From an optimization exercise on the open Yosys and OpenROAD flow, aimed at small area; shortcuts taken in it are not production practice.
The RTL was checked by simulation tests, not by an equivalence proof against the original design.
No activity file was given, so power comes from the tool's default toggle rates.

===== config.mk =====
export PLATFORM = sky130hd
export DESIGN_NAME = mini_mips_multicycle
export DESIGN_NICKNAME = mini_mips_multicycle
export VERILOG_FILES = /design/flow/design.v
export SDC_FILE = /design/flow/constraint.sdc
export NUM_CORES = 4
export LEC_CHECK = 0
export ABC_AREA = 1
export CAP_MARGIN = 20
export CORE_MARGIN = 2
export CORE_UTILIZATION = 60
export CTS_BUF_LIST = sky130_fd_sc_hd__clkbuf_8
export CTS_CLUSTER_DIAMETER = 50
export CTS_CLUSTER_SIZE = 20
export SLEW_MARGIN = 20

===== constraint.sdc =====
create_clock -name core_clock -period 10.0 [get_ports {clk}]
set_input_delay 2.0000 -clock core_clock [delete_from_list [all_inputs] [get_ports {clk}]]
set_output_delay 2.0000 -clock core_clock [all_outputs]
set_load 0.01 [all_outputs]

===== design.v =====
module mini_mips_multicycle #(
  parameter logic [31:0] RESET_PC     = 32'h0000_0000,
  parameter int unsigned ADDR_W       = 32,
  parameter bit          ILLEGAL_HALT = 1'b1
) (
  input  logic              clk,
  input  logic              reset,
  output logic              mem_req,
  output logic              mem_we,
  output logic [ADDR_W-1:0] mem_addr,
  output logic [31:0]       mem_wdata,
  input  logic [31:0]       mem_rdata,
  input  logic              mem_ready,
  output logic [31:0]       pc,
  output logic [31:0]       result,
  output logic              retired,
  output logic              halted
);
  localparam logic [2:0] S_FETCH = 3'd0, S_WAIT = 3'd1, S_EXEC = 3'd2, S_MEM = 3'd3,
                         S_WAIT2 = 3'd4, S_POST = 3'd5, S_HALT = 3'd6;
  logic [2:0]  r_state;
  logic [4:0]  r_cnt;
  logic [31:0] r_ar, r_dr, r_ir, r_t;
  logic [4:0]  r_last;       
  logic        r_wb;         
  logic        r_pend;       
  logic        r_clr;        
  logic        r_cm;         
  logic        r_cp;         
  logic        r_neq;        
  logic [5:0] op, fn;
  logic [4:0] rs, rt, rd, sh;
  assign op = r_ir[31:26];
  assign fn = r_ir[5:0];
  assign rs = r_ir[25:21];
  assign rt = r_ir[20:16];
  assign rd = r_ir[15:11];
  assign sh = r_ir[10:6];
  logic rtype, f_add, f_sub, f_and, f_or, f_slt, f_sll, f_jr;
  logic i_addi, i_lw, i_sw, i_beq, i_bne, i_j, i_jal, i_br, i_alu, legal;
  assign rtype  = (op == 6'h00);
  assign f_add  = rtype && fn == 6'h20;
  assign f_sub  = rtype && fn == 6'h22;
  assign f_and  = rtype && fn == 6'h24;
  assign f_or   = rtype && fn == 6'h25;
  assign f_slt  = rtype && fn == 6'h2A;
  assign f_sll  = rtype && fn == 6'h00;
  assign f_jr   = rtype && fn == 6'h08;
  assign i_addi = (op == 6'h08);
  assign i_lw   = (op == 6'h23);
  assign i_sw   = (op == 6'h2B);
  assign i_beq  = (op == 6'h04);
  assign i_bne  = (op == 6'h05);
  assign i_j    = (op == 6'h02);
  assign i_jal  = (op == 6'h03);
  assign i_br   = i_beq | i_bne;
  assign i_alu  = f_add | f_sub | f_and | f_or | f_slt | f_sll | i_addi;
  assign legal  = i_alu | f_jr | i_lw | i_sw | i_br | i_j | i_jal;
  logic [4:0] dst;
  logic       dst_nz;
  assign dst    = rtype ? rd : rt;
  assign dst_nz = (dst != 5'd0);
  logic ph0, ph31;
  assign ph0  = (r_cnt == 5'd0);
  assign ph31 = (r_cnt == 5'd31);
  logic exec, post;
  assign exec = (r_state == S_EXEC);
  assign post = (r_state == S_POST);
  logic [4:0]  sel_a;
  logic        ir_bit;
  logic [31:1] ring_out;
  logic        a, b, wbit;
  assign sel_a = post ? r_last : rs;
  assign wbit  = r_clr ? 1'b0 : post ? ir_bit : r_dr[0];
  logic [3:0] we_hi;
  logic [7:0] we_lo;
  always_comb begin
    for (int i = 0; i < 4; i++) we_hi[i] = r_clr | (r_wb && r_last[4:3] == i[1:0]);
    for (int i = 0; i < 8; i++) we_lo[i] = r_clr | (r_last[2:0] == i[2:0]);
  end
  genvar g;
  generate
    for (g = 1; g < 32; g++) begin : g_rf
      logic [31:0] r_ring;
      logic        we;
      assign we = we_hi[g / 8] & we_lo[g % 8];
      always_ff @(posedge clk) r_ring <= {we ? wbit : r_ring[0], r_ring[31:1]};
      assign ring_out[g] = r_ring[0];
    end
  endgenerate
  assign a = (sel_a == 5'd0) ? 1'b0 : ring_out[sel_a];
  assign b = (rt == 5'd0)    ? 1'b0 : ring_out[rt];
  logic       shift2;
  logic [4:0] k;
  logic [4:0] idx;
  logic       imm_bit;
  assign shift2  = i_br | i_j | i_jal;
  assign k       = shift2 ? r_cnt - 5'd2 : r_cnt;
  assign idx     = post ? r_cnt : (i_j | i_jal) ? k : ((k > 5'd15) ? 5'd15 : k);
  assign ir_bit  = r_ir[idx];
  assign imm_bit = (shift2 && r_cnt < 5'd2) ? 1'b0 : ir_bit;
  logic pcb, inc, pc4, cp_n;
  assign pcb  = r_ar[0];
  assign inc  = (r_cnt == 5'd2) | r_cp;
  assign pc4  = pcb ^ inc;
  assign cp_n = pcb & inc & ~ph31;
  logic x, y, cin, sum, cout, subm;
  assign subm = f_sub | f_slt;
  assign x    = i_br ? pc4 : a;
  assign y    = (i_addi | i_lw | i_sw | i_br) ? imm_bit : (b ^ subm);
  assign cin  = ph0 ? subm : r_cm;
  assign sum  = x ^ y ^ cin;
  assign cout = (x & y) | (x & cin) | (y & cin);
  logic neq_any, taken, lt;
  assign neq_any = (~ph0 & r_neq) | (a ^ b);
  assign taken   = i_beq ? ~neq_any : neq_any;
  assign lt      = (a ^ b) ? a : sum;
  logic [5:0] csum;
  logic       sll_go;
  assign csum   = {1'b0, r_cnt} + {1'b0, sh};
  assign sll_go = ~csum[5];
  logic alu_res;
  always_comb begin
    alu_res = sum;
    if (f_and) alu_res = a & b;
    if (f_or)  alu_res = a | b;
    if (f_slt) alu_res = 1'b0;
    if (f_sll) alu_res = b;
  end
  logic ar_shift, ar_par, ain;
  logic dr_shift, ir_load, dr_zero, din, dr0_set, set_pend;
  logic t_wr, tin;
  logic retire_c, set_wb;
  logic [2:0] state_n;
  always_comb begin
    ar_shift = 1'b0; ar_par = 1'b0; ain = 1'b0;
    dr_shift = 1'b0; ir_load = 1'b0; dr_zero = 1'b0; din = 1'b0; dr0_set = 1'b0; set_pend = 1'b0;
    t_wr = 1'b0; tin = 1'b0;
    retire_c = 1'b0; set_wb = 1'b0;
    mem_req = 1'b0; mem_we = 1'b0;
    state_n = r_state;
    if (r_wb) begin
      dr_shift = 1'b1;
      din      = wbit;
    end
    case (r_state)
      S_FETCH: begin
        mem_req = 1'b1;
        ir_load = mem_ready;
        if (mem_ready) state_n = ph31 ? S_EXEC : S_WAIT;
      end
      S_WAIT: begin
        if (!legal) begin
          if (!r_wb) state_n = S_HALT;
        end else if (ph31) state_n = S_EXEC;
      end
      S_EXEC: begin
        if (!legal) state_n = S_HALT;
        ar_shift = legal;
        if (i_alu) begin
          ain = pc4;
          if (dst_nz) begin
            dr_shift = ~f_sll | sll_go;
            din      = alu_res;
            dr_zero  = f_sll & ph0;
            dr0_set  = f_slt & ph31 & lt;
          end
        end
        if (f_jr) ain = a;
        if (i_j | i_jal) ain = (r_cnt < 5'd2) ? 1'b0 : (r_cnt < 5'd28) ? imm_bit : pcb;
        if (i_jal) begin
          dr_shift = 1'b1;
          din      = pc4;
        end
        if (i_br) begin
          ain  = pc4;
          t_wr = 1'b1;
          tin  = sum;
          ar_par = ph31 & taken;
        end
        if (i_lw | i_sw) begin
          ain  = sum;
          t_wr = 1'b1;
          tin  = pc4;
        end
        if (i_sw) begin
          dr_shift = 1'b1;
          din      = b;
        end
        if (ph31 && legal) begin
          if (i_lw | i_sw) state_n = S_MEM;
          else begin
            retire_c = 1'b1;
            state_n  = S_FETCH;
            set_wb   = (i_alu & dst_nz) | i_jal;
          end
        end
      end
      S_MEM: begin
        mem_req = 1'b1;
        mem_we  = i_sw;
        if (mem_ready) begin
          ir_load  = i_lw;
          set_pend = i_lw & (rt != 5'd0);
          state_n  = ph31 ? S_POST : S_WAIT2;
        end
      end
      S_WAIT2: begin
        if (ph31) state_n = S_POST;
      end
      S_POST: begin
        ar_shift = 1'b1;
        ain      = r_t[0];
        if (!r_wb) begin
          dr_shift = 1'b1;
          din      = a;
        end
        if (ph31) begin
          retire_c = 1'b1;
          state_n  = S_FETCH;
        end
      end
      S_HALT: ;
      default: state_n = S_FETCH;
    endcase
    if (reset) begin
      mem_req  = 1'b0;
      mem_we   = 1'b0;
      retire_c = 1'b0;
      state_n  = S_FETCH;
    end
  end
  always_ff @(posedge clk) begin
    r_cnt  <= reset ? 5'd0 : r_cnt + 5'd1;
    r_cp   <= cp_n;
    r_cm   <= cout;
    r_neq  <= neq_any;
    r_state <= state_n;
    r_clr  <= reset | (r_clr & ~ph31);
    r_wb   <= reset ? 1'b0 : (ph31 ? (set_wb | set_pend | r_pend) : r_wb);
    r_pend <= ~reset & ~ph31 & (set_pend | r_pend);
    if (reset) r_last <= 5'd0;
    else if (set_wb | set_pend) r_last <= i_jal ? 5'd31 : dst;
    if (ir_load) r_ir <= mem_rdata;
    r_t <= {t_wr ? tin : r_t[0], r_t[31:1]};
    if (reset)         r_ar <= RESET_PC;
    else if (ar_par)   r_ar <= {tin, r_t[31:1]};
    else if (ar_shift) r_ar <= {ain, r_ar[31:1]};
    if (reset | dr_zero) r_dr[30:0] <= 31'd0;
    else if (dr_shift)   r_dr[30:0] <= {r_dr[31:2], r_dr[1] | dr0_set};
    if (reset)           r_dr[31] <= 1'b0;
    else if (dr_shift)   r_dr[31] <= din;
  end
  assign mem_addr  = r_ar[ADDR_W-1:0];
  assign mem_wdata = r_dr;
  assign pc        = r_ar;
  assign result    = r_dr;
  assign retired   = retire_c;
  assign halted    = (r_state == S_HALT);
endmodule

===== flow/run.sh =====
#!/bin/bash
# Standard layout (the standard.sh, standard synthesis unchanged), with two changes:
# the port buffers use the smallest buffer cell, and CTS inserts no dummy loads.
export BUFFER_PORTS_ARGS="-buffer_cell sky130_fd_sc_hd__buf_1"
export CTS_ARGS="-sink_clustering_enable -repair_clock_nets -sink_clustering_size 10 -sink_clustering_max_diameter 35 -buf_list sky130_fd_sc_hd__clkbuf_4 -dont_use_dummy_load"
bash standard.sh > standard.log 2>&1

===== standard.sh =====
#!/bin/bash
# synth_recipe.tcl (not shown) runs the flow's synth.tcl, then flattens the netlist and writes it again
# the make line also repeats each setting of config.mk as NAME=value (left out here)
make -C /OpenROAD-flow-scripts/flow DESIGN_CONFIG=/design/flow/config.mk WORK_HOME=/design/flow/orfs CLKGATE_MAP_FILE= SYNTH_SCRIPT=/design/flow/synth_recipe.tcl "${@:-finish}"

==> results of run 1 <==
-- cells by family after synthesis --
family / share of synthesized area
buffers and inverters: 0.0390
AND/OR/NAND/NOR: 0.0697
AO/OA/AOI/OAI: 0.0588
flip-flops: 0.821
XOR/XNOR: 0.00333
adder cells (fa/ha/maj): 0.00826
-- power breakdown --
part	switching, W	leakage [nW]	internal [W]
logic	0.000488	1.95	0.000225
clock network	0.00125	0.644	0.000646
registers	0.0000869	9.22	0.00463
total	0.00182	11.8	0.00550
-- worst paths after layout --
| path | from | end | cells after the start |
|---|---|---|---|
| worst max-delay path | r_ir[27] | retired | 11 |
| worst max register to register | r_state[2] | r_ar[15] | 20 |
| worst min register to register | g_rf[4].r_ring[3] | g_rf[4].r_ring[2] | 0 |
| worst min-delay path | g_rf[4].r_ring[3] | g_rf[4].r_ring[2] | 0 |
-- through the flow --
| step | hold WS [ns] | total power [W] | util | cells | setup slack, ns |
|---|---|---|---|---|---|
| 6_report | 0.267 | 0.00733 | 0.647 | 2888 | 4.58 |
| 5_1_grt | 0.268 | 0.00770 | 0.647 | 2887 | 4.21 |
| 4_1_cts | 0.269 | 0.00741 | 0.646 | 2881 | 4.46 |
| 3_5_place_dp | 0.312 | 0.00552 | 0.623 | 2741 | 4.68 |
| 3_3_place_gp | 0.310 | 0.00551 | 0.623 | 2740 | 4.71 |
| 2_1_floorplan | 0.310 | 0.00534 | - | 2069 | 5.12 |
-- state kept, by name, summed over array words and instances (netlist names), 3 cells and up --
signal	cells
g_rf.r_ring	992
r_ar	32
r_cnt	5
r_dr	32
r_ir	32
r_last	5
r_state	3
r_t	32
-- worst register-to-register path: stages (launching register included) --
cell and delay [ns]:
dfxtp_1 0.47, nand3_4 0.31, o21ai_0 0.33, inv_1 0.10
ha_1 0.46, inv_1 0.26, a21oi_1 0.23, o21ai_0 0.11
nand3_1 0.10, nand3_1 0.06, nand2_1 0.08, nand3_1 0.06
nand2_1 0.13, nand2_2 0.11, ha_1 0.35, a21oi_1 0.28
or2_2 0.17, nand3_1 0.36, inv_1 0.71, nand2_1 0.13
a311oi_1 0.28
-- cells in the mapped netlist (7+ instances only) --
| library cell | number |
|---|---|
| a31oi_1 | 37 |
| nor2_1 | 75 |
| ha_1 | 17 |
| a22oi_1 | 9 |
| edfxtp_1 | 32 |
| o31ai_1 | 14 |
| clkbuf_1 | 22 |
| a21oi_1 | 107 |
| buf_4 | 71 |
| nand2_2 | 8 |
| dfxtp_1 | 1107 |
| buf_2 | 14 |
| a211oi_1 | 7 |
| a311oi_1 | 8 |
| o21ai_0 | 46 |
| inv_2 | 14 |
| o21ai_1 | 7 |
| inv_1 | 85 |
| nand2_1 | 207 |
| nand3_1 | 69 |
| nor3_1 | 27 |
-- metal layers --
| metal | track usage | vias to the layer above | wire length, um |
|---|---|---|---|
| met2 | 0.275 | 411 | 19200 |
| met3 | 0.0507 | 108 | 2470 |
| met1 | 0.266 | 6560 | 22200 |
| met4 | 0.0920 | 0 | 1230 |
| li1 | - | 7089 | - |
| met5 | 0 | - | 0 |
-- layout make-up --
class	instances	area, um^2
Fill cell	3560	16400
Inverter	99	372
Tap cell	607	759
Timing Repair Buffer	176	718
Sequential cell	1139	23100
Multi-Input combinational cell	721	4030
Antenna cell	6	15.0
Clock buffer	140	1050
==> reports/qor.txt, run 1 <==
Clock Skews - 0.103 ns
Routability cong. - 0.843
Most frequent cells in the layout - 1107 x dfxtp_1, 207 x nand2_1, 166 x buf_1
Hold_buf cts - 0
CP delay by family, top - simple AND/OR/NAND/NOR gates
Total grt overflow - 0
Worst-path clk slew - 0.10 ns
Clock Sinks - 1139
ANT nets after route - 0
Max-cap violation count - 0
Worst slew pin tran - 1.03 ns
Critical-path top delay cell - edfxtp_1
Placed instance area - 28900 um^2
Peak Freq - 0.185 GHz
IO buf count - 166
Design Area, Final - 30100 um^2
Initial core utilization - 0.606
Final-report hold violation count - 0
Post-synth ARST share - 0
CP Class - reg2out
Synth area leader - dfxtp_1
Die H - 221 um
Net count after synthesis - 2122
H-tree Lvls - 4
CTS Root Cell - clkbuf_4
Outcome - finished clean
Layout cells sized above 1 - 0.0967
CTS Buf Count - 140
Crit-path cells - nor2_2 -> nand3_4 -> inv_2 -> nand3_1 -> nand4_1 -> inv_1 -> nand2_1 -> inv_1 -> nor3_2 -> o21a_1 -> buf_1
Worst reg2reg setup slack - 4.83 ns
Gr usage total - 0.190
Post-synth top area share - 0.787
PwrDens - 244 nW/um^2
Leak - 11.8 nW
First-pass iteration count of the detailed router - 5
Critical path launch point type - flip-flop
Crit path max fanout - 9
Max-slew violations - 0
Hpwl dp - 28700 um
Ranking of synthesized cells by area - dfxtp_1 79%, edfxtp_1 3.4%, nand2_1 2.8%
Distinct cells, synth - 58
Worst Path Required - 8.00 ns
Routed WL - 45100 um
Gates resized, CTS repair - 0
Vias per cell - 4.91
Slew margin rel. - 0.309
Layout area overhead - 6.73%
Crit-path max cell delay - 0.56 ns
# IOs - 167
Crit share post-route - 0.542
Maximum vdd drop - 0.000163 V
Detailed-route wire length per cell - 15.6 um
Via count - 14200
Clock latency (worst-skew pair) - 0.97 ns
Seq cells post-synth - 1139
Pin count of the biggest net entering global routing - 35
Die width - 221 um
Number of setup buffers added after CTS - 0
Setup violators final - 0
Initial antenna violation count - 3
Post-synth top flop - dfxtp_1
Crit path DAT - 3.42 ns
Tmin final - 5.42 ns
CTS tree - yes
Synthesized cell area - 28200 um^2
RSZ-0062 raised after global routing - false
Global-route wire length before repair - 70200 um
Vias in the first global route - 13400
DIE AREA - 48700 um^2
Total negative slack - 0 ns
Initial DRC count - 858
Number of flops mapped to enable cells by yosys - 32
Layout net count - 2330
Commonest non-fill, non-tap cell in the layout - dfxtp_1
Hold Path Class - reg2reg
Synth Warn # - 1
Most frequent CP cell - inv_1
Type of destination of the critical path - output port
CTS max path bufs - 3
Post-Synthesis Cells - 2069
Critical path buffers and inverters - 4
Row count - 79
Sequential element share of the synthesized area - 0.821
Drt drc - 0
Syn_area_per_cell - 13.6 um^2
Placeable Area - 46500 um^2
==> inputs of run 2 (changes only) <==
==> flow/run.sh (replaced) <==
#!/bin/bash
# Standard layout (the standard.sh, standard synthesis unchanged), with two changes:
# the port buffers use the smallest buffer cell, and CTS inserts no dummy loads.
export BUFFER_PORTS_ARGS="-buffer_cell sky130_fd_sc_hd__buf_1"
export CTS_ARGS="-sink_clustering_enable -repair_clock_nets -sink_clustering_size 12 -sink_clustering_max_diameter 30 -buf_list sky130_fd_sc_hd__clkbuf_4 -dont_use_dummy_load"
bash standard.sh > standard.log 2>&1
==> run 2 against run 1 <==
Sequential share of layout area is essentially flat; count of clock-buffer cells in the layout did not move; clock skew grew 0.012 ns; routed wire length down 0.45%; first-iteration DRC count up 1.5%; die area stayed put; via count up 0.48%; worst hold slack improved by 0.0092 ns; non-clock buffer count did not move; register-to-register slack got worse by 0.05 ns; critical path depth did not move; critical path type unchanged; critical endpoint unchanged; largest cell class unchanged.
==> reports/qor.txt, run 2 <==
Post-Synthesis Cells - 2069
CP delay by family, top - simple AND/OR/NAND/NOR gates
Setup violators final - 0
Post-synth top area share - 0.787
CP Class - reg2out
DIE AREA - 48700 um^2
Initial core utilization - 0.606
Commonest non-fill, non-tap cell in the layout - dfxtp_1
FF-to-FF End - r_ar[15]
Final-report hold violation count - 0
Synth area leader - dfxtp_1
Placed instance area - 28900 um^2
Leak - 11.8 nW
Internal - 0.00550 W
Routability cong. - 0.843
DR WL met3 - 2630 um
Drt drc - 0
Crit-path cells - nor2_2 -> nand3_4 -> inv_2 -> nand3_1 -> nand4_1 -> inv_1 -> nand2_1 -> inv_1 -> nor3_2 -> o21a_1 -> buf_1
Total power - 0.00732 W
Clock Sinks - 1139
Crit path max fanout - 9
Die H - 221 um
Most flops, register - g_rf.r_ring
Crit path DAT - 3.41 ns
RSZ-0062 raised after global routing - false
CTS max path bufs - 3
Placeable Area - 46500 um^2
R2R cell count - 20
First-pass iteration count of the detailed router - 5
Layout net count - 2330
Gates resized, CTS repair - 0
Seq cells post-synth - 1139
Most frequent cells in the layout - 1107 x dfxtp_1, 207 x nand2_1, 166 x buf_1
Top sig layer - met4
Ranking of synthesized cells by area - dfxtp_1 79%, edfxtp_1 3.4%, nand2_1 2.8%
Most frequent cell after synthesis - dfxtp_1
CTS Buf Count - 140
# IOs - 167
Number of flops mapped to enable cells by yosys - 32
Sequential element share of the synthesized area - 0.821
Critical-path top delay cell - edfxtp_1
H-tree Lvls - 4
Detailed-route wire length per cell - 15.5 um
Worst Hold Margin - 0.276 ns
Initial DRC count - 871
Net count after synthesis - 2122
Net Sw Frac - 0.248
Gr usage total - 0.190
Crit share post-route - 0.541
M1 WL - 21700 um
Type of destination of the critical path - output port
Number of setup buffers added after CTS - 0
Pin count of the biggest net entering global routing - 35
Maximum vdd drop - 0.000171 V
Total grt overflow - 0
Filler cells - 3556
ANT nets after route - 0
Hpwl dp - 28700 um
Vias in the first global route - 13500
Die width - 221 um
Tmin final - 5.41 ns
Outcome - finished clean
Worst-path clk slew - 0.10 ns
CTS Root Cell - clkbuf_4
Clock Skews - 0.115 ns
Syn_area_per_cell - 13.6 um^2
Slew margin rel. - 0.337
Synth Warn # - 1
PwrDens - 243 nW/um^2
Routed WL - 44900 um
Clock latency (worst-skew pair) - 0.94 ns
Crit-path max cell delay - 0.55 ns
Max-cap violation count - 0
Row count - 79
Via count - 14200
Hold endpoint - g_rf[4].r_ring[15]
Most frequent CP cell - inv_1
Layout cells sized above 1 - 0.0967
WHS Path Cells - 0
IO buf count - 166
Hold_buf cts - 0
Comb power frac - 0.097
Peak Freq - 0.185 GHz
Met2 WL - 19000 um
Post-synth ARST share - 0
Clock Power Share - 0.258
Synthesized cell area - 28200 um^2
Total negative slack - 0 ns
CTS tree - yes
Distinct cells, synth - 58
Worst reg2reg setup slack - 4.78 ns
Worst slew pin tran - 0.986 ns
Hold Path Class - reg2reg
Global-route wire length before repair - 70300 um
Min-Delay Startpoint - g_rf[4].r_ring[16]
Commonest cells in the netlist - 1107 x dfxtp_1, 207 x nand2_1, 107 x a21oi_1
Max-slew violations - 0
Max reg flops - 992
Post-synth top flop - dfxtp_1
Critical path buffers and inverters - 4
Reg2Reg Launch Point - r_state[2]
Initial antenna violation count - 2
Critical path launch point type - flip-flop
Design Area, Final - 30100 um^2
Sw Pwr - 0.00181 W
Layout area overhead - 6.72%
Sequential group share of total power - 0.645
Worst Path Required - 8.00 ns
Vias per cell - 4.93
run 2: cell counts after synthesis:
No cell type changed its count.
run 2: area by class of cell:
cell class	instances	area, um^2	share of cell area
sequential	1139	23100	0.769
multi-input combinational	721	4030	0.134
antenna	4	10.0	0.000333
clock buffer	140	1050	0.0350
tap	607	759	0.0253
inverter	99	372	0.0124
timing repair buffer	176	718	0.0239
run 2: worst max-delay path by stage:
| stage | from | endpoint | slack, ns | cells after the start |
|---|---|---|---|---|
| global route | r_ir[27] | retired | 4.20 | 11 |
| floorplan | reset | retired | 5.12 | 5 |
| CTS | r_ir[27] | retired | 4.41 | 11 |
| detailed placement | reset | retired | 4.68 | 5 |
| finish | r_ir[27] | retired | 4.59 | 11 |
| global placement | reset | retired | 4.71 | 5 |
run 2: per-layer routing:
metal / up-vias / GRT usage
met4: 0 / 0.0958
met3: 116 / 0.0564
met1: 6620 / 0.264
li1: 7077 / -
met5: - / 0
met2: 423 / 0.272
run 2: worst register-to-register path, delay by kind of cell, from the launching register on:
kind                       cells  cell delay [ns]
adders and majority gates      2             0.80
AOI/OAI and AO/OA              5             1.25
buffers and inverters          3             1.07
DFF                            1             0.48
and+or+nand+nor               10             1.53
run 2: cells by family (layout without fill, tap and decap cells):
group                      after synthesis  count (layout)  synth area share
and+or+nand+nor                        423             423            0.0697
DFF                                   1139            1139             0.821
xor gates and xnor gates                 9               9           0.00333
adders and majority gates               18              18           0.00826
buffers and inverters                  209             415            0.0390
AOI/OAI and AO/OA                      271             271            0.0588
other                                    0               4                 0
run 2: power by group through the flow:
stage	Clock [W]	Sequential (W)	Combinational, W
after global routing	0.00217	0.00473	0.000799
after global placement	0	0.00483	0.000686
after CTS	0.00199	0.00472	0.000698
after floorplan	0	0.00479	0.000550
after detailed placement	0	0.00482	0.000694
final	0.00189	0.00472	0.000712
run 2: stage by stage:
stage	util	instances	worst slack [ns]
5_1_grt	0.647	2884	4.20
6_report	0.647	2886	4.59
3_5_place_dp	0.623	2741	4.68
2_1_floorplan	-	2069	5.12
3_3_place_gp	0.623	2740	4.71
4_1_cts	0.646	2881	4.41
==> inputs of run 3 (changes only) <==
==> flow/run.sh (replaced) <==
#!/bin/bash
# Standard layout (the standard.sh, standard synthesis unchanged), with two changes:
# the port buffers use the smallest buffer cell, and CTS inserts no dummy loads.
export BUFFER_PORTS_ARGS="-buffer_cell sky130_fd_sc_hd__buf_1"
export CTS_ARGS="-sink_clustering_enable -repair_clock_nets -sink_clustering_size 20 -sink_clustering_max_diameter 50 -buf_list sky130_fd_sc_hd__clkbuf_8 -dont_use_dummy_load"
bash standard.sh > standard.log 2>&1
==> run 3 against run 2 <==
Still clean on timing, DRC and antenna; critical path depth fell by 6; synthesized cell count unchanged; sequential share of layout area is 0.13 points higher; critical path type is now in2out; critical endpoint unchanged; largest cell class unchanged; largest power group unchanged; highest routed layer unchanged.
==> reports/qor.txt, run 3 <==
Core Util, Final - 0.646
Detailed-route wire length per cell - 15.9 um
Tmin final - 5.33 ns
Pre-CTS setup slack - 4.68 ns
Max-slew violations - 0
Post-synth top flop - dfxtp_1
Crit path max fanout - 34
Net Sw Frac - 0.245
Ranking of synthesized cells by area - dfxtp_1 79%, edfxtp_1 3.4%, nand2_1 2.8%
Syn_area_per_cell - 13.6 um^2
Final-report hold violation count - 0
Post-synth ARST share - 0
Synth area leader - dfxtp_1
Die width - 221 um
Crit path DAT - 3.33 ns
Peak Freq - 0.188 GHz
Routability cong. - 0.843
Slew margin rel. - 0.343
Vias in the first global route - 12800
CTS tree - yes
Drt drc - 0
Net count after synthesis - 2122
Commonest cells in the netlist - 1107 x dfxtp_1, 207 x nand2_1, 107 x a21oi_1
Worst reg2reg setup slack - 4.80 ns
Crit share post-route - 0.533
Routed WL - 44700 um
Total negative slack - 0 ns
ANT nets after route - 0
Total grt overflow - 0
# IOs - 167
Layout cells sized above 1 - 0.0693
Leak - 11.7 nW
Gr usage total - 0.184
Setup WS post-layout - 4.67 ns
Type of destination of the critical path - output port
Hpwl dp - 28700 um
Initial antenna violation count - 0
Clock Skews - 0.106 ns
RSZ-0062 raised after global routing - false
Final std cells w/o fill - 2818
Clock Sinks - 1139
Commonest non-fill, non-tap cell in the layout - dfxtp_1
Vias per cell - 4.90
Pin count of the biggest net entering global routing - 35
Global-route wire length before repair - 68800 um
Dpl cells - 2741
Internal - 0.00552 W
Worst-path clk slew - 0.11 ns
Sequential element share of the synthesized area - 0.821
Synthesized cell area - 28200 um^2
Critical path launch point type - input port
H-tree Lvls - 3
Layout net count - 2263
DIE AREA - 48700 um^2
Worst Hold Margin - 0.301 ns
Row count - 79
CP Class - in2out
Layout area overhead - 6.54%
PwrDens - 244 nW/um^2
Initial DRC count - 949
Sw Pwr - 0.00179 W
Maximum vdd drop - 0.000220 V
Clock latency (worst-skew pair) - 0.68 ns
Hold_buf cts - 0
CTS max path bufs - 3
Synth Warn # - 1
Worst slew pin tran - 0.977 ns
Number of setup buffers added after CTS - 0
Worst Path Required - 8.00 ns
Most flops, register - g_rf.r_ring
Max-cap violation count - 0
Comb power frac - 0.098
Most frequent cells in the layout - 1107 x dfxtp_1, 207 x nand2_1, 166 x buf_1
Seq cells post-synth - 1139
Distinct cells, synth - 58
Clock Power Share - 0.256
Post-Synthesis Cells - 2069
First-pass iteration count of the detailed router - 8
Hold Path Class - reg2reg
Post-synth top area share - 0.787
Initial core utilization - 0.606
Sequential group share of total power - 0.646
Outcome - finished clean
Placeable Area - 46500 um^2
Max reg flops - 992
Setup violators final - 0
Number of flops mapped to enable cells by yosys - 32
Via count - 13800
Most frequent cell after synthesis - dfxtp_1
Die H - 221 um
IO buf count - 166
Gates resized, CTS repair - 0
CTS Root Cell - clkbuf_8
CTS Buf Count - 73
run 3: cell count changes in the layout (fill, tap and decap cells not counted):
cell / previous run / this run
diode_2: 4 / 3
clkbuf_8: 0 / 73
clkbuf_4: 140 / 0
run 3: path summary, 6_finish.rpt:
path                          start                end  depth (start not counted)
hold reg to reg   g_rf[4].r_ring[3]  g_rf[4].r_ring[2]                          0
setup / recovery              reset            retired                          5
setup reg to reg         r_state[2]            r_ar[8]                         20
hold / removal    g_rf[4].r_ring[3]  g_rf[4].r_ring[2]                          0
run 3: through the flow:
stage,power (W),area [um^2]
after floorplan,0.00534,28200
after global placement,0.00551,28900
after detailed placement,0.00552,28900
after CTS,0.00737,29900
after global routing,0.00764,30000
final,0.00731,30000
run 3: layer usage:
layer  routed length (um)  global-route usage
met1                22300               0.268
met2                18600               0.269
met4                 1570              0.0784
met5                    0                   0
met3                 2220              0.0377
run 3: final cells by class:
type | count | area, um^2
flip-flops and latches | 1139 | 23100
fillers | 3533 | 16400
multi-input cells | 721 | 4030
clock buffers | 73 | 1000
well taps | 607 | 759
repair buffers | 176 | 718
inverters | 99 | 372
diodes | 3 | 7.51
run 3: worst max-delay path, stage by stage:
cell	delay, ns
buf_1	0.07
buf_4	0.24
inv_1	0.59
o21a_1	0.24
buf_1	0.15
run 3: logic make-up (layout without fill, tap and decap cells):
kind of cell    count (synthesis)  in the layout  synth area share
buf+inv                       209            348            0.0390
flops                        1139           1139             0.821
fa+ha+maj                      18             18           0.00826
compound gates                271            271            0.0588
other cells                     0              3                 0
xor+xnor                        9              9           0.00333
simple gates                  423            423            0.0697
run 3: power groups by stage:
stage	Combinational (W)	Clock, W	Sequential (W)
after floorplan	0.000550	0	0.00479
after global placement	0.000686	0	0.00483
after detailed placement	0.000694	0	0.00482
after CTS	0.000699	0.00195	0.00472
after global routing	0.000799	0.00211	0.00473
final	0.000715	0.00187	0.00472
==> inputs of run 4 (changes only) <==
==> flow/run.sh (replaced) <==
#!/bin/bash
# Standard layout (the standard.sh) with these changes:
#  - synthesis is ORFS's own script, but its area ABC script (ABC_AREA=1) is replaced by an
#    area-recovery mapping (strash; dch; amap; topo). Only combinational mapping changes: the
#    flip-flops, their names and cell types are those of the standard synthesis.
#  - the port buffers use the smallest buffer cell (every port still gets one);
#  - CTS uses small clkbuf_4 clusters and inserts no dummy loads.
set -euo pipefail
rm -rf scripts_area
cp -r "$FLOW_HOME/scripts" scripts_area
printf 'strash\ndch\namap\ntopo\n' > scripts_area/abc_area.script
export SCRIPTS_DIR="$PWD/scripts_area"
export BUFFER_PORTS_ARGS="-buffer_cell sky130_fd_sc_hd__buf_1"
export CTS_ARGS="-sink_clustering_enable -repair_clock_nets -sink_clustering_size 16 -sink_clustering_max_diameter 40 -buf_list {sky130_fd_sc_hd__clkbuf_4 sky130_fd_sc_hd__clkbuf_8} -dont_use_dummy_load"
bash standard.sh > standard.log 2>&1
--- a/config.mk
+++ b/config.mk
@@ -9,7 +9,7 @@
 export CAP_MARGIN = 20
 export CORE_MARGIN = 2
 export CORE_UTILIZATION = 60
-export CTS_BUF_LIST = sky130_fd_sc_hd__clkbuf_8
-export CTS_CLUSTER_DIAMETER = 50
-export CTS_CLUSTER_SIZE = 20
+export CTS_BUF_LIST = sky130_fd_sc_hd__clkbuf_4
+export CTS_CLUSTER_DIAMETER = 35
+export CTS_CLUSTER_SIZE = 10
 export SLEW_MARGIN = 20
==> run 4 against run 3 <==
Maximum frequency shrank 25%; critical endpoint is now r_dr[31]; via count shrank 4.5%; synthesized cell count shrank 12%; power grew 3.3%.
==> reports/qor.txt, run 4 <==
Synthesized cell area - 27200 um^2
Clock Sinks - 1139
Distinct cells, synth - 42
Most frequent CP cell - nor2_1
Crit path DAT - 7.62 ns
Most frequent cells in the layout - 1107 x dfxtp_1, 165 x buf_1, 149 x nor2_1
Die H - 217 um
Total grt overflow - 0
FF-to-FF End - r_dr[31]
Synth Area in XOR/XNOR - 0
Total negative slack - 0 ns
Layout cells sized above 1 - 0.0574
Commonest non-fill, non-tap cell in the layout - dfxtp_1
Sequential element share of the synthesized area - 0.850
Clock Skews - 0.107 ns
Post-synth ARST share - 0
Max reg flops - 992
M1 WL - 20800 um
Max-cap violation count - 0
Placeable Area - 45100 um^2
Global-route wire length before repair - 68600 um
Initial DRC count - 852
Layout area overhead - 8.75%
Pin count of the biggest net entering global routing - 50
Setup violators final - 0
CTS tree - yes
Met2 WL - 19100 um
Routability cong. - 0.838
Critical-path top delay cell - nor2_1
Detailed-route wire length per cell - 16.6 um
Gr usage total - 0.188
Hpwl dp - 28400 um
Number of setup buffers added after CTS - 0
DR WL met3 - 2050 um
Largest family of logic cells by synthesized area - compound AO/OA/AOI/OAI gates
Type of destination of the critical path - flip-flop
Most frequent cell after synthesis - dfxtp_1
Outcome - finished clean
Post-synth top area share - 0.815
DIE AREA - 47100 um^2
Peak Freq - 0.141 GHz
Critical path launch point type - flip-flop
Post-synth top flop - dfxtp_1
R2R cell count - 32
Commonest cells in the netlist - 1107 x dfxtp_1, 149 x nor2_1, 65 x buf_4
Design Area, Final - 29600 um^2
Top sig layer - met5
Hold Path Class - reg2reg
CTS max path bufs - 3
Row count - 78
First-pass iteration count of the detailed router - 5
Number of flops mapped to enable cells by yosys - 32
Reg2Reg Launch Point - r_ir[31]
Initial antenna violation count - 3
Net count after synthesis - 1865
Slew margin rel. - 0.242
Maximum vdd drop - 0.000222 V
Simple logic cell fraction of the synthesized area - 0.0386
Syn_area_per_cell - 15.0 um^2
WHS Path Cells - 0
Synth Warn # - 1
Adder-cell share of the synthesized area - 0.00856
Worst-path clk slew - 0.09 ns
IO buf count - 166
Worst Hold Margin - 0.281 ns
Final-report hold violation count - 0
CP Class - reg2reg
Routed WL - 43600 um
Compound-Gate Fraction of Synth Area - 0.0762
Hold endpoint - g_rf[11].r_ring[18]
Worst reg2reg setup slack - 2.92 ns
Tmin final - 7.08 ns
Vias in the first global route - 12800
Seq cells post-synth - 1139
Worst slew pin tran - 1.13 ns
Crit-path max cell delay - 0.77 ns
CTS Root Cell - clkbuf_8
Ranking of synthesized cells by area - dfxtp_1 81%, edfxtp_1 3.5%, nor2_1 2.1%
# IOs - 167
Layout net count - 2077
ANT nets after route - 0
Gates resized, CTS repair - 0
Worst Path Required - 10.53 ns
Initial core utilization - 0.603
Hold_buf cts - 0
Via count - 13200
Die width - 217 um
Crit share post-route - 0.708
Vias per cell - 5.02
Max-slew violations - 0
Placed instance area - 28200 um^2
Drt drc - 0
RSZ-0062 raised after global routing - false
H-tree Lvls - 3
Most flops, register - g_rf.r_ring
Leak - 11.3 nW
Post-Synthesis Cells - 1812
PwrDens - 255 nW/um^2
Total power - 0.00755 W
Clock latency (worst-skew pair) - 0.70 ns
Synth area leader - dfxtp_1
CTS Buf Count - 99
Min-Delay Startpoint - g_rf[11].r_ring[19]
Crit path max fanout - 17
Mux cell area share after synthesis - 0
## run 4: changes by cell type in the layout (fill, tap and decap cells not counted), sizes merged, moves of 16 or more
cell,before,now
a21oi,112,62
a221oi,7,31
a31oi,37,21
clkbuf,73,100
clkinv,0,63
inv,99,0
nand2,221,33
nand3,79,9
nor2,82,149
o21ai,57,26
o221a,0,31
o22ai,0,19
## run 4: area by class of cell
| type | instances | area, um^2 |
|---|---|---|
| sequential | 1139 | 23100 |
| fill | 3250 | 15500 |
| multi-input combinational | 545 | 3400 |
| clock buffer | 99 | 1360 |
| tap | 600 | 751 |
| timing repair buffer | 176 | 699 |
| inverter | 63 | 236 |
| antenna | 3 | 7.51 |
## run 4: worst max path at each step
stage / startpoint / slack (ns) / depth (start not counted) / to
2_1_floorplan: r_state[2] / 1.94 / 22 / r_ar[11]
3_3_place_gp: r_ir[31] / 3.05 / 33 / r_dr[31]
3_5_place_dp: r_ir[31] / 2.98 / 32 / r_dr[31]
4_1_cts: r_ir[31] / 2.96 / 33 / r_dr[31]
5_1_grt: r_ir[31] / 2.07 / 32 / r_dr[31]
6_report: r_ir[31] / 2.92 / 32 / r_dr[31]
## run 4: where the power goes
group / switching, W / total, W / leakage, nW / internal [W]
sequential: 0.000100 / 0.00475 / 9.22 / 0.00465
combinational: 0.000429 / 0.000660 / 1.40 / 0.000231
clock: 0.00126 / 0.00214 / 0.712 / 0.000880
total: 0.00179 / 0.00755 / 11.3 / 0.00576
## run 4: per-layer routing
layer / vias up / track usage
met5: - / 0
met4: 2 / 0.0842
met3: 113 / 0.0488
met2: 346 / 0.284
met1: 6228 / 0.258
li1: 6495 / -
## run 4: cells by family (layout without fill, tap and decap cells)
group / Yosys count / after routing
AND/OR/NAND/NOR: 247 / 247
AO/OA/AOI/OAI: 280 / 280
adder cells (fa/ha/maj): 18 / 18
buffers and inverters: 128 / 338
flip-flops: 1139 / 1139
other: 0 / 3
## run 4: worst max-delay path: cells and delay by family, from the launching register on
kind	cells	cell delay [ns]
adders and majority gates	1	0.57
AOI/OAI and AO/OA	17	2.55
DFF	1	0.40
buffers and inverters	2	0.78
and+or+nand+nor	12	2.70
## run 4: through the flow
stage                     cells   util  worst slack (ns)
final                      2625  0.656              2.92
after global routing       2623  0.656              2.07
after CTS                  2622  0.656              2.96
after detailed placement   2523  0.626              2.98
after global placement     2523  0.626              3.05
after floorplan            1812      -              1.94
==> inputs of run 5 (changes only) <==
--- a/flow/run.sh
+++ b/flow/run.sh
@@ -11,5 +11,5 @@
 printf 'strash\ndch\namap\ntopo\n' > scripts_area/abc_area.script
 export SCRIPTS_DIR="$PWD/scripts_area"
 export BUFFER_PORTS_ARGS="-buffer_cell sky130_fd_sc_hd__buf_1"
-export CTS_ARGS="-sink_clustering_enable -repair_clock_nets -sink_clustering_size 16 -sink_clustering_max_diameter 40 -buf_list {sky130_fd_sc_hd__clkbuf_4 sky130_fd_sc_hd__clkbuf_8} -dont_use_dummy_load"
+export CTS_ARGS="-sink_clustering_enable -repair_clock_nets -buf_list sky130_fd_sc_hd__clkbuf_4 -dont_use_dummy_load"
 bash standard.sh > standard.log 2>&1
==> run 5 against run 4 <==
Maximum frequency fell by 0.87%; worst setup slack got worse by 0.062 ns; combinational power barely moved; clock skew increased by 0.0044 ns; cell count up 6.9%; non-clock buffer count did not move; die area did not move; sequential power barely moved; critical endpoint unchanged; largest cell class unchanged.
==> reports/qor.txt, run 5 <==
Seq cells post-synth - 1139
Most frequent cell after synthesis - dfxtp_1
Pre-CTS setup slack - 2.98 ns
Hold_buf cts - 0
Global-route wire length before repair - 72000 um
Setup WS post-layout - 2.85 ns
Max-slew violations - 0
Initial DRC count - 836
Post-synth top flop - dfxtp_1
Vias in the first global route - 14400
Vias per cell - 5.03
Distinct cells, synth - 42
RSZ-0062 raised after global routing - false
First-pass iteration count of the detailed router - 6
Crit share post-route - 0.715
Net count after synthesis - 1865
Min-Delay Startpoint - g_rf[23].r_ring[29]
Most frequent CP cell - nor2_1
Outcome - finished clean
Layout net count - 2252
Hold Path Class - reg2reg
Drt drc - 0
CP Class - reg2reg
IO buf count - 166
Number of setup buffers added after CTS - 0
Max-cap violation count - 0
DIE AREA - 47100 um^2
Hpwl dp - 28400 um
Setup violators final - 0
Most flops, register - g_rf.r_ring
Via count - 14100
Synth area leader - dfxtp_1
Die H - 217 um
Clock Sinks - 1139
Worst Hold Margin - 0.271 ns
Clock latency (worst-skew pair) - 1.07 ns
Commonest cells in the netlist - 1107 x dfxtp_1, 149 x nor2_1, 65 x buf_4
Crit path DAT - 8.09 ns
Worst-path clk slew - 0.06 ns
Tmin final - 7.15 ns
Routability cong. - 0.838
Post-synth ARST share - 0
Maximum vdd drop - 0.000175 V
Clock Skews - 0.111 ns
Row count - 78
Final-report hold violation count - 0
Routed WL - 44900 um
Sequential cell area - 23100 um^2
Sequential element share of the synthesized area - 0.850
Worst slew pin tran - 1.14 ns
Most frequent cells in the layout - 1107 x dfxtp_1, 274 x clkbuf_4, 165 x buf_1
Detailed-route wire length per cell - 16.0 um
CTS Root Cell - clkbuf_4
Layout area overhead - 11.4%
Ranking of synthesized cells by area - dfxtp_1 81%, edfxtp_1 3.5%, nor2_1 2.1%
Max reg flops - 992
Synth Warn # - 1
Crit path max fanout - 17
Critical path launch point type - flip-flop
Synthesized cell area - 27200 um^2
Type of destination of the critical path - flip-flop
Number of flops mapped to enable cells by yosys - 32
Filler cells - 3271
CTS max path bufs - 4
Gr usage total - 0.199
Commonest non-fill, non-tap cell in the layout - dfxtp_1
Setup crit start - r_ir[31]
Initial antenna violation count - 3
Worst Path Required - 10.94 ns
PwrDens - 266 nW/um^2
Reg2Reg Launch Point - r_ir[31]
Post-Synthesis Cells - 1812
Critical-path top delay cell - nor2_1
# IOs - 167
Area of the multi-input gates - 3400 um^2
CTS Buf Count - 274
Post-synth top area share - 0.815
Placeable Area - 45100 um^2
Crit-path max cell delay - 0.77 ns
Syn_area_per_cell - 15.0 um^2
Die width - 217 um
Total grt overflow - 0
Pin count of the biggest net entering global routing - 50
CTS tree - yes
Layout cells sized above 1 - 0.132
ANT nets after route - 0
Peak Freq - 0.140 GHz
Slew margin rel. - 0.238
Total negative slack - 0 ns
Initial core utilization - 0.603
Gates resized, CTS repair - 0
H-tree Lvls - 5
Leak - 11.9 nW
run 5: cell count changes in the layout (fill, tap and decap cells not counted), sizes merged:
cell / change
clkbuf: +175
diode: +6
run 5: per-stage QoR:
stage	utilization	instance area (um^2)	cells	power (W)
global route	0.672	30300	2804	0.00852
finish	0.672	30300	2806	0.00807
detailed placement	0.626	28200	2523	0.00551
CTS	0.671	30300	2797	0.00821
global placement	0.626	28200	2523	0.00551
floorplan	-	27200	1812	0.00532
run 5: routing by layer:
| metal | share of wire | GRT usage | wire (um) | vias to the layer above |
|---|---|---|---|---|
| met5 | 0 | 0 | 0 | - |
| met4 | 0.035 | 0.131 | 1590 | 0 |
| met3 | 0.051 | 0.0636 | 2290 | 117 |
| met2 | 0.46 | 0.295 | 20500 | 442 |
| met1 | 0.46 | 0.252 | 20500 | 6629 |
| li1 | - | - | - | 6927 |
run 5: worst max-delay path, delay by kind of cell, from the launching register on:
family	cells	cell delay (ns)
AND/OR/NAND/NOR	12	2.70
AO/OA/AOI/OAI	17	2.57
buffers and inverters	2	0.79
adder cells (fa/ha/maj)	1	0.57
flip-flops	1	0.41
run 5: final timing paths:
| kind | cells after the start | to | slack [ns] |
|---|---|---|---|
| worst max register to register | 32 | r_dr[31] | 2.85 |
| worst min-delay path | 0 | g_rf[23].r_ring[28] | 0.27 |
| worst max-delay path | 32 | r_dr[31] | 2.85 |
| worst min register to register | 0 | g_rf[23].r_ring[28] | 0.27 |
run 5: report_power, final:
group / switching [W] / internal (W)
logic: 0.000428 / 0.000231
clock network: 0.00140 / 0.00125
registers: 0.0000999 / 0.00466
run 5: area by class of cell:
type,instances,share of cell area
multi-input cells,545,0.112
flip-flops and latches,1139,0.763
repair buffers,176,0.0231
diodes,9,0.000743
clock buffers,274,0.0679
inverters,63,0.00781
well taps,600,0.0248
run 5: cell families (layout without fill, tap and decap cells):
group,after synthesis,in the layout,share of synthesized area
buffers and inverters,128,513,0.0266
other,0,9,0
DFF,1139,1139,0.850
adders and majority gates,18,18,0.00856
and+or+nand+nor,247,247,0.0386
AOI/OAI and AO/OA,280,280,0.0762
==> inputs of run 6 (changes only) <==
--- a/flow/run.sh
+++ b/flow/run.sh
@@ -11,5 +11,5 @@
 printf 'strash\ndch\namap\ntopo\n' > scripts_area/abc_area.script
 export SCRIPTS_DIR="$PWD/scripts_area"
 export BUFFER_PORTS_ARGS="-buffer_cell sky130_fd_sc_hd__buf_1"
-export CTS_ARGS="-sink_clustering_enable -repair_clock_nets -buf_list sky130_fd_sc_hd__clkbuf_4 -dont_use_dummy_load"
+export CTS_ARGS="-sink_clustering_enable -repair_clock_nets -sink_clustering_size 24 -sink_clustering_max_diameter 45 -buf_list sky130_fd_sc_hd__clkbuf_8 -dont_use_dummy_load"
 bash standard.sh > standard.log 2>&1
==> run 6 against run 5 <==
Critical endpoint unchanged; critical path depth unchanged; still clean on timing, DRC and antenna; worst hold slack got worse by 0.012 ns; routed wire length decreased by 4.0%; critical path type unchanged; worst setup slack improved by 0.11 ns; clock skew decreased by 0.010 ns; via count decreased by 7.3%; combinational power about the same; sequential power about the same; register-to-register slack improved by 0.11 ns; cell count decreased by 7.3%.
==> reports/qor.txt, run 6 <==
Seq cells post-synth - 1139
Synthesized cell area - 27200 um^2
Post-Synthesis Cells - 1812
Pin count of the biggest net entering global routing - 50
Vias per cell - 5.03
DIE AREA - 47100 um^2
CP Class - reg2reg
Layout area overhead - 7.63%
Worst Path Required - 10.55 ns
Maximum vdd drop - 0.000221 V
Worst-path clk slew - 0.12 ns
Worst Hold Margin - 0.259 ns
Net count after synthesis - 1865
Outcome - finished clean
Distinct cells, synth - 42
Number of setup buffers added after CTS - 0
Drt drc - 0
Layout cells sized above 1 - 0.0470
IO buf count - 166
Total negative slack - 0 ns
Min-Delay Startpoint - g_rf[17].r_ring[22]
Crit-path max cell delay - 0.76 ns
Hpwl dp - 28400 um
Gr usage total - 0.185
Design Area, Final - 29300 um^2
Reg2Reg Launch Point - r_ir[31]
Routability cong. - 0.838
Total grt overflow - 0
Row count - 78
Crit path max fanout - 17
Max-cap violation count - 0
Most flops, register - g_rf.r_ring
Core Util, Final - 0.649
CTS Buf Count - 77
Crit path DAT - 7.59 ns
Die width - 217 um
Detailed-route wire length per cell - 16.6 um
Leak - 11.2 nW
Final-report hold violation count - 0
Peak Freq - 0.142 GHz
Sequential element share of the synthesized area - 0.850
Post-synth top flop - dfxtp_1
Layout net count - 2055
Most frequent cell after synthesis - dfxtp_1
Max-slew violations - 0
Worst slew pin tran - 1.13 ns
Clock latency (worst-skew pair) - 0.68 ns
Syn_area_per_cell - 15.0 um^2
ANT nets after route - 0
Commonest non-fill, non-tap cell in the layout - dfxtp_1
Global-route wire length before repair - 67600 um
Post-synth top area share - 0.815
Ranking of synthesized cells by area - dfxtp_1 81%, edfxtp_1 3.5%, nor2_1 2.1%
Vias in the first global route - 12500
Setup crit start - r_ir[31]
R2R cell count - 32
Slew margin rel. - 0.246
Most frequent cells in the layout - 1107 x dfxtp_1, 165 x buf_1, 149 x nor2_1
Worst reg2reg setup slack - 2.96 ns
Max reg flops - 992
Commonest cells in the netlist - 1107 x dfxtp_1, 149 x nor2_1, 65 x buf_4
First-pass iteration count of the detailed router - 6
Synth area leader - dfxtp_1
Critical path launch point type - flip-flop
Tmin final - 7.04 ns
CTS tree - yes
Most frequent CP cell - nor2_1
Initial core utilization - 0.603
Placed instance area - 28200 um^2
CTS Root Cell - clkbuf_8
Number of flops mapped to enable cells by yosys - 32
Crit share post-route - 0.704
Routed WL - 43100 um
PwrDens - 250 nW/um^2
H-tree Lvls - 3
Via count - 13100
Clock Sinks - 1139
Setup violators final - 0
Initial antenna violation count - 1
# IOs - 167
CTS max path bufs - 3
Hold_buf cts - 0
RSZ-0062 raised after global routing - false
Synth Warn # - 1
Gates resized, CTS repair - 0
Type of destination of the critical path - flip-flop
Die H - 217 um
Initial DRC count - 986
Hold Path Class - reg2reg
Critical-path top delay cell - nor2_1
WHS Path Cells - 0
Post-synth ARST share - 0
Placeable Area - 45100 um^2
Clock Skews - 0.100 ns
[run 6: cell count changes in the layout (fill, tap and decap cells not counted), sizes merged]
cell / delta
diode: -7
clkbuf: -197
[run 6: stage by stage]
step	total power, W	setup WS (ns)	cells
after detailed placement	0.00551	2.98	2523
after CTS	0.00740	2.99	2600
final	0.00732	2.96	2602
after floorplan	0.00532	1.94	1812
after global placement	0.00551	3.05	2523
after global routing	0.00765	2.10	2600
[run 6: worst max-delay path: cells and delay by family (launching register included)]
| family | cells | cell delay (ns) |
|---|---|---|
| AOI/OAI and AO/OA | 17 | 2.55 |
| DFF | 1 | 0.41 |
| adders and majority gates | 1 | 0.57 |
| and+or+nand+nor | 12 | 2.71 |
| buffers and inverters | 2 | 0.77 |
[run 6: kinds of logic (layout without fill, tap and decap cells)]
logic type / count (synthesis) / count (layout) / share of synthesized area
adders and majority gates: 18 / 18 / 0.00856
buffers and inverters: 128 / 316 / 0.0266
DFF: 1139 / 1139 / 0.850
AOI/OAI and AO/OA: 280 / 280 / 0.0762
other: 0 / 2 / 0
and+or+nand+nor: 247 / 247 / 0.0386
[run 6: worst paths after layout]
path                          to
max reg2reg             r_dr[31]
min          g_rf[17].r_ring[21]
min reg2reg  g_rf[17].r_ring[21]
max                     r_dr[31]
[run 6: cell type report]
class | instances | area, um^2
clock buffer | 77 | 1060
antenna | 2 | 5.00
timing repair buffer | 176 | 699
multi-input combinational | 545 | 3400
fill | 3290 | 15800
tap | 600 | 751
sequential | 1139 | 23100
inverter | 63 | 236
[run 6: power by group]
group	internal, W	switching, W	leakage (nW)
combinational	0.000231	0.000429	1.40
clock	0.000694	0.00121	0.554
sequential	0.00465	0.000100	9.22
[run 6: routing by layer]
metal	up-vias	track usage	share of wire
li1	6441	-	-
met1	6181	0.256	0.47
met2	370	0.282	0.44
met3	99	0.0428	0.053
met4	0	0.0783	0.036
met5	-	0	0
==> inputs of run 7 (changes only) <==
--- a/flow/run.sh
+++ b/flow/run.sh
@@ -11,5 +11,5 @@
 printf 'strash\ndch\namap\ntopo\n' > scripts_area/abc_area.script
 export SCRIPTS_DIR="$PWD/scripts_area"
 export BUFFER_PORTS_ARGS="-buffer_cell sky130_fd_sc_hd__buf_1"
-export CTS_ARGS="-sink_clustering_enable -repair_clock_nets -sink_clustering_size 24 -sink_clustering_max_diameter 45 -buf_list sky130_fd_sc_hd__clkbuf_8 -dont_use_dummy_load"
+export CTS_ARGS="-sink_clustering_enable -repair_clock_nets -sink_clustering_size 20 -sink_clustering_max_diameter 50 -buf_list sky130_fd_sc_hd__clkbuf_8 -dont_use_dummy_load"
 bash standard.sh > standard.log 2>&1
==> run 7 against run 6 <==
Utilization is 0.12 points lower; worst hold slack hardly changed; cell count is 0.15% lower; count of clock-buffer cells in the layout is 4 lower; final area is 0.19% lower; area after synthesis stayed put; synthesized cell count stayed put; critical path depth stayed put; worst setup slack worse by 0.031 ns; via count is 0.14% lower; combinational power hardly changed; power is 0.50% lower; critical path type unchanged; critical endpoint unchanged.
==> reports/qor.txt, run 7 <==
Initial DRC count - 916
Sequential cell area - 23100 um^2
Clock Sinks - 1139
Total grt overflow - 0
Initial core utilization - 0.603
Worst slew pin tran - 1.15 ns
Critical path buffers and inverters - 2
Crit-path max cell delay - 0.77 ns
Ranking of synthesized cells by area - dfxtp_1 81%, edfxtp_1 3.5%, nor2_1 2.1%
Maximum vdd drop - 0.000187 V
Pre-CTS setup slack - 2.98 ns
CTS tree - yes
Gates resized, CTS repair - 0
Distinct cells, synth - 42
Max reg flops - 992
Worst Path Required - 10.57 ns
Worst Hold Margin - 0.259 ns
Most frequent cell after synthesis - dfxtp_1
CTS Buf Count - 73
Routed WL - 43200 um
Total negative slack - 0 ns
Clock Skews - 0.102 ns
Worst reg2reg setup slack - 2.93 ns
Most frequent cells in the layout - 1107 x dfxtp_1, 165 x buf_1, 149 x nor2_1
Via count - 13100
Crit path DAT - 7.65 ns
Area of the multi-input gates - 3400 um^2
Number of flops mapped to enable cells by yosys - 32
Internal - 0.00554 W
Commonest cells in the netlist - 1107 x dfxtp_1, 149 x nor2_1, 65 x buf_4
Setup WS post-layout - 2.93 ns
ANT nets after route - 0
Synth Warn # - 1
Synthesized cell area - 27200 um^2
IO buf count - 166
Setup crit start - r_ir[30]
Post-synth top flop - dfxtp_1
Slew margin rel. - 0.231
Crit share post-route - 0.707
Leak - 11.1 nW
Hpwl dp - 28400 um
Crit path max fanout - 17
Most flops, register - g_rf.r_ring
Tmin final - 7.07 ns
Hold Path Class - reg2reg
CP Capture Point - r_dr[31]
CTS max path bufs - 3
DIE AREA - 47100 um^2
Die H - 217 um
Global-route wire length before repair - 67700 um
PwrDens - 249 nW/um^2
Max-slew violations - 0
Post-Synthesis Cells - 1812
Post-synth ARST share - 0
Comb power frac - 0.091
Initial antenna violation count - 2
Placed instance area - 28200 um^2
Syn_area_per_cell - 15.0 um^2
Clock Power Share - 0.257
# IOs - 167
Core Util, Final - 0.648
Filler cells - 3292
RSZ-0062 raised after global routing - false
H-tree Lvls - 3
Critical-path top delay cell - nor2_1
Row count - 78
Gr usage total - 0.186
Sequential element share of the synthesized area - 0.850
Layout area overhead - 7.43%
Clock latency (worst-skew pair) - 0.68 ns
CTS Root Cell - clkbuf_8
Type of destination of the critical path - flip-flop
Die width - 217 um
Vias per cell - 5.03
Synth area leader - dfxtp_1
Layout net count - 2051
Seq cells post-synth - 1139
CP Depth - 32
Detailed-route wire length per cell - 16.6 um
Number of setup buffers added after CTS - 0
Peak Freq - 0.141 GHz
Reg2Reg Launch Point - r_ir[30]
Layout cells sized above 1 - 0.0451
Commonest non-fill, non-tap cell in the layout - dfxtp_1
Placeable Area - 45100 um^2
Net Sw Frac - 0.239
CP Class - reg2reg
Worst-path clk slew - 0.10 ns
Final-report hold violation count - 0
Most frequent CP cell - nor2_1
Post-synth top area share - 0.815
Outcome - finished clean
Vias in the first global route - 12500
Routability cong. - 0.838
Design Area, Final - 29200 um^2
Max-cap violation count - 0
Drt drc - 0
Setup violators final - 0
FF-to-FF End - r_dr[31]
Critical path launch point type - flip-flop
Hold_buf cts - 0
CP delay by family, top - simple AND/OR/NAND/NOR gates
First-pass iteration count of the detailed router - 6
Pin count of the biggest net entering global routing - 50
R2R cell count - 32
Sw Pwr - 0.00174 W
Net count after synthesis - 1865
Sequential group share of total power - 0.653
-- run 7: kinds of logic after synthesis --
logic type,Yosys count,synth area share
buffers and inverters,128,0.0266
and+or+nand+nor,247,0.0386
AOI/OAI and AO/OA,280,0.0762
adders and majority gates,18,0.00856
DFF,1139,0.850
-- run 7: power groups by stage --
stage	Combinational, W	Clock [W]	Sequential [W]
final	0.000659	0.00187	0.00475
after global routing	0.000740	0.00211	0.00477
after global placement	0.000654	0	0.00485
after CTS	0.000659	0.00195	0.00475
after detailed placement	0.000656	0	0.00486
after floorplan	0.000481	0	0.00484
-- run 7: how the worst min path moves through the flow --
stage                               end  cells after the start           startpoint  slack, ns
CTS                 g_rf[17].r_ring[19]                      0  g_rf[17].r_ring[20]       0.26
finish              g_rf[17].r_ring[19]                      0  g_rf[17].r_ring[20]       0.26
global route        g_rf[31].r_ring[19]                      0  g_rf[31].r_ring[20]       0.26
global placement    g_rf[19].r_ring[13]                      0  g_rf[19].r_ring[14]       0.31
floorplan            g_rf[10].r_ring[0]                      0   g_rf[10].r_ring[1]       0.31
detailed placement  g_rf[11].r_ring[26]                      0  g_rf[11].r_ring[27]       0.31
-- run 7: metrics by stage --
stage / power, W / std cells
floorplan: 0.00532 / 1812
global placement: 0.00551 / 2523
global route: 0.00762 / 2596
detailed placement: 0.00551 / 2523
finish: 0.00728 / 2598
CTS: 0.00736 / 2596
-- run 7: routing by layer --
layer	wire, um	GRT usage	vias up	share of wire
met5	13	0	-	0.00030
met4	1800	0.0858	2	0.042
met3	2240	0.0461	119	0.052
met2	18700	0.280	373	0.43
met1	20500	0.256	6149	0.47
li1	-	-	6430	-
-- run 7: layout make-up --
| cell class | count | share of cell area |
|---|---|---|
| flip-flops and latches | 1139 | 0.791 |
| clock buffers | 73 | 0.0344 |
| well taps | 600 | 0.0257 |
| inverters | 63 | 0.00809 |
| multi-input cells | 545 | 0.117 |
| repair buffers | 176 | 0.0239 |
| diodes | 2 | 0.000171 |
-- run 7: worst reg2reg max path, delay by kind of cell (launching register included) --
kind,cells,cell delay [ns]
AOI/OAI and AO/OA,17,2.59
adders and majority gates,1,0.57
buffers and inverters,2,0.79
DFF,1,0.41
and+or+nand+nor,12,2.68
==> inputs of run 8 (changes only) <==
--- a/flow/run.sh
+++ b/flow/run.sh
@@ -11,5 +11,5 @@
 printf 'strash\ndch\namap\ntopo\n' > scripts_area/abc_area.script
 export SCRIPTS_DIR="$PWD/scripts_area"
 export BUFFER_PORTS_ARGS="-buffer_cell sky130_fd_sc_hd__buf_1"
-export CTS_ARGS="-sink_clustering_enable -repair_clock_nets -sink_clustering_size 20 -sink_clustering_max_diameter 50 -buf_list sky130_fd_sc_hd__clkbuf_8 -dont_use_dummy_load"
+export CTS_ARGS="-sink_clustering_enable -repair_clock_nets -sink_clustering_size 10 -sink_clustering_max_diameter 35 -buf_list sky130_fd_sc_hd__clkbuf_4 -dont_use_dummy_load"
 bash standard.sh > standard.log 2>&1
==> run 8 against run 7 <==
Combinational power is essentially flat; sequential power is essentially flat; count of clock-buffer cells in the layout grew 68; worst hold slack gained 0.012 ns; register-to-register slack lost 0.14 ns; die area is the same; critical path type unchanged; largest cell class unchanged.
==> reports/qor.txt, run 8 <==
Net count after synthesis - 1865
Layout cells sized above 1 - 0.0766
Worst slew pin tran - 1.13 ns
Initial core utilization - 0.603
Initial antenna violation count - 4
Min-Delay Startpoint - g_rf[7].r_ring[23]
Clock Sinks - 1139
Clock Skews - 0.126 ns
Most frequent cell after synthesis - dfxtp_1
CTS Buf Count - 141
Filler cells - 3317
Vias per cell - 5.03
Leak - 11.3 nW
Type of destination of the critical path - flip-flop
Placeable Area - 45100 um^2
Number of flops mapped to enable cells by yosys - 32
Worst Hold Margin - 0.271 ns
CTS max path bufs - 3
# IOs - 167
CP Class - reg2reg
Total power - 0.00730 W
Post-synth ARST share - 0
Post-synth top flop - dfxtp_1
Ranking of synthesized cells by area - dfxtp_1 81%, edfxtp_1 3.5%, nor2_1 2.1%
CTS tree - yes
Syn_area_per_cell - 15.0 um^2
Sequential element share of the synthesized area - 0.850
ANT nets after route - 0
Final-report hold violation count - 0
Core Util, Final - 0.649
Setup violators final - 0
Initial DRC count - 840
Peak Freq - 0.139 GHz
Vias in the first global route - 13100
Layout net count - 2119
Worst reg2reg setup slack - 2.79 ns
Max-slew violations - 0
Commonest cells in the netlist - 1107 x dfxtp_1, 149 x nor2_1, 65 x buf_4
Die H - 217 um
Worst-path clk slew - 0.09 ns
Hpwl dp - 28400 um
Post-Synthesis Cells - 1812
IO buf count - 166
Gr usage total - 0.192
Sequential cell area - 23100 um^2
Drt drc - 0
Critical-path top delay cell - nor2_1
Via count - 13400
Row count - 78
Area of the multi-input gates - 3400 um^2
Hold endpoint - g_rf[7].r_ring[22]
Routed WL - 43800 um
Outcome - finished clean
Routability cong. - 0.838
Seq cells post-synth - 1139
RSZ-0062 raised after global routing - false
Clock latency (worst-skew pair) - 0.94 ns
Slew margin rel. - 0.247
H-tree Lvls - 4
Hold_buf cts - 0
Critical path launch point type - flip-flop
Crit path max fanout - 17
Number of setup buffers added after CTS - 0
Maximum vdd drop - 0.000182 V
PwrDens - 249 nW/um^2
First-pass iteration count of the detailed router - 6
Post-synth top area share - 0.815
Detailed-route wire length per cell - 16.4 um
Crit path DAT - 7.96 ns
Tmin final - 7.21 ns
Hold Path Class - reg2reg
Commonest non-fill, non-tap cell in the layout - dfxtp_1
Distinct cells, synth - 42
Max reg flops - 992
Most flops, register - g_rf.r_ring
CTS Root Cell - clkbuf_4
Gates resized, CTS repair - 0
Total negative slack - 0 ns
Total grt overflow - 0
DIE AREA - 47100 um^2
Layout area overhead - 7.64%
Synth area leader - dfxtp_1
Synth Warn # - 1
Synthesized cell area - 27200 um^2
FF-to-FF End - r_dr[31]
WHS Path Cells - 0
Crit-path max cell delay - 0.77 ns
Crit share post-route - 0.721
Pin count of the biggest net entering global routing - 50
Max-cap violation count - 0
R2R cell count - 32
Most frequent CP cell - nor2_1
Most frequent cells in the layout - 1107 x dfxtp_1, 165 x buf_1, 149 x nor2_1
Reg2Reg Launch Point - r_ir[31]
Die width - 217 um
Worst Path Required - 10.74 ns
Global-route wire length before repair - 69100 um
run 8: cell counts after synthesis:
Identical to the previous run, type by type.
run 8: cells by family (layout without fill, tap and decap cells):
kind of cell | Yosys count | in the layout | synth area share
fa+ha+maj | 18 | 18 | 0.00856
buf+inv | 128 | 380 | 0.0266
flops | 1139 | 1139 | 0.850
simple gates | 247 | 247 | 0.0386
compound gates | 280 | 280 | 0.0762
other cells | 0 | 4 | 0
run 8: worst max-delay path by stage:
stage | startpoint | to | slack (ns) | cells past startpoint
finish | r_ir[31] | r_dr[31] | 2.79 | 32
global route | r_ir[31] | r_dr[31] | 1.95 | 32
CTS | r_ir[31] | r_dr[31] | 2.87 | 32
detailed placement | r_ir[31] | r_dr[31] | 2.98 | 32
global placement | r_ir[31] | r_dr[31] | 3.05 | 33
floorplan | r_state[2] | r_ar[11] | 1.94 | 22
run 8: metal layers:
metal,GRT usage,vias up,share of wire
met5,0,-,0.00030
met4,0.115,2,0.039
met3,0.0559,113,0.058
met2,0.282,401,0.44
met1,0.254,6299,0.46
li1,-,6616,-
run 8: layout make-up:
cell class / instances / share of cell area
repair buffers: 176 / 0.0239
clock buffers: 141 / 0.0361
flip-flops and latches: 1139 / 0.790
well taps: 600 / 0.0256
inverters: 63 / 0.00808
multi-input cells: 545 / 0.116
diodes: 4 / 0.000342
run 8: worst max-delay path, delay by kind of cell (launching register included):
kind,cells,cell delay [ns]
AOI/OAI and AO/OA,17,2.61
buffers and inverters,2,0.80
and+or+nand+nor,12,2.70
adders and majority gates,1,0.57
DFF,1,0.41
run 8: through the flow:
step	std cells	cell area, um^2	setup WS (ns)
global route	2666	29300	1.95
finish	2668	29300	2.79
global placement	2523	28200	3.05
detailed placement	2523	28200	2.98
floorplan	1812	27200	1.94
CTS	2664	29300	2.87
run 8: report_power, final:
group / internal (W) / switching, W / leakage [nW] / total [W]
Sequential: 0.00465 / 0.000101 / 9.22 / 0.00475
Combinational: 0.000231 / 0.000430 / 1.40 / 0.000661
Clock: 0.000651 / 0.00124 / 0.649 / 0.00189
Total: 0.00553 / 0.00177 / 11.3 / 0.00730

what the ideal ports hide:
How much do the figures lean on ideal ports? The routed layouts below were timed once more, with nothing changed but the port constraints. Step 1, drivers: a clkbuf_16 drives clk and a buf_2 each remaining input, both assumed. Step 2, shift: input delay + t, output delay - t, t = (earliest + latest rising clock arrival at the registers) / 2. This alone moves slack from input paths to output paths. Slacks: ideal / step 1 / step 2; pairs: ideal / step 1.
run | shift t [ns] | slack for setup (ns) | hold WS [ns] | latest minus earliest clock arrival (ns) | worst slew at a driven data input, ns
run 1 | 0.976 | 4.580 / 4.527 / 4.633 | 0.267 / 0.267 / 0.267 | 0.104 / 0.105 | 0.06
run 2 | 0.937 | 4.588 / 4.538 / 4.655 | 0.276 / 0.276 / 0.276 | 0.128 / 0.128 | 0.07
run 3 | 0.679 | 4.672 / 4.652 / 4.652 | 0.301 / 0.301 / 0.301 | 0.107 / 0.107 | 0.07
run 4 | 0.703 | 2.915 / 2.915 / 2.915 | 0.281 / 0.281 / 0.281 | 0.109 / 0.109 | 0.11
run 5 | 1.060 | 2.853 / 2.853 / 2.853 | 0.271 / 0.271 / 0.271 | 0.111 / 0.111 | 0.10
run 6 | 0.683 | 2.959 / 2.959 / 2.959 | 0.259 / 0.259 / 0.259 | 0.100 / 0.100 | 0.10
run 7 | 0.688 | 2.928 / 2.928 / 2.928 | 0.259 / 0.259 / 0.259 | 0.103 / 0.103 | 0.10
run 8 | 0.933 | 2.787 / 2.787 / 2.787 | 0.271 / 0.271 / 0.271 | 0.132 / 0.132 | 0.09
After both steps every run listed still meets setup and hold. The setup slack of run 3, which loses most, moves by -0.020 ns with the drivers and by -0.020 ns with both steps.
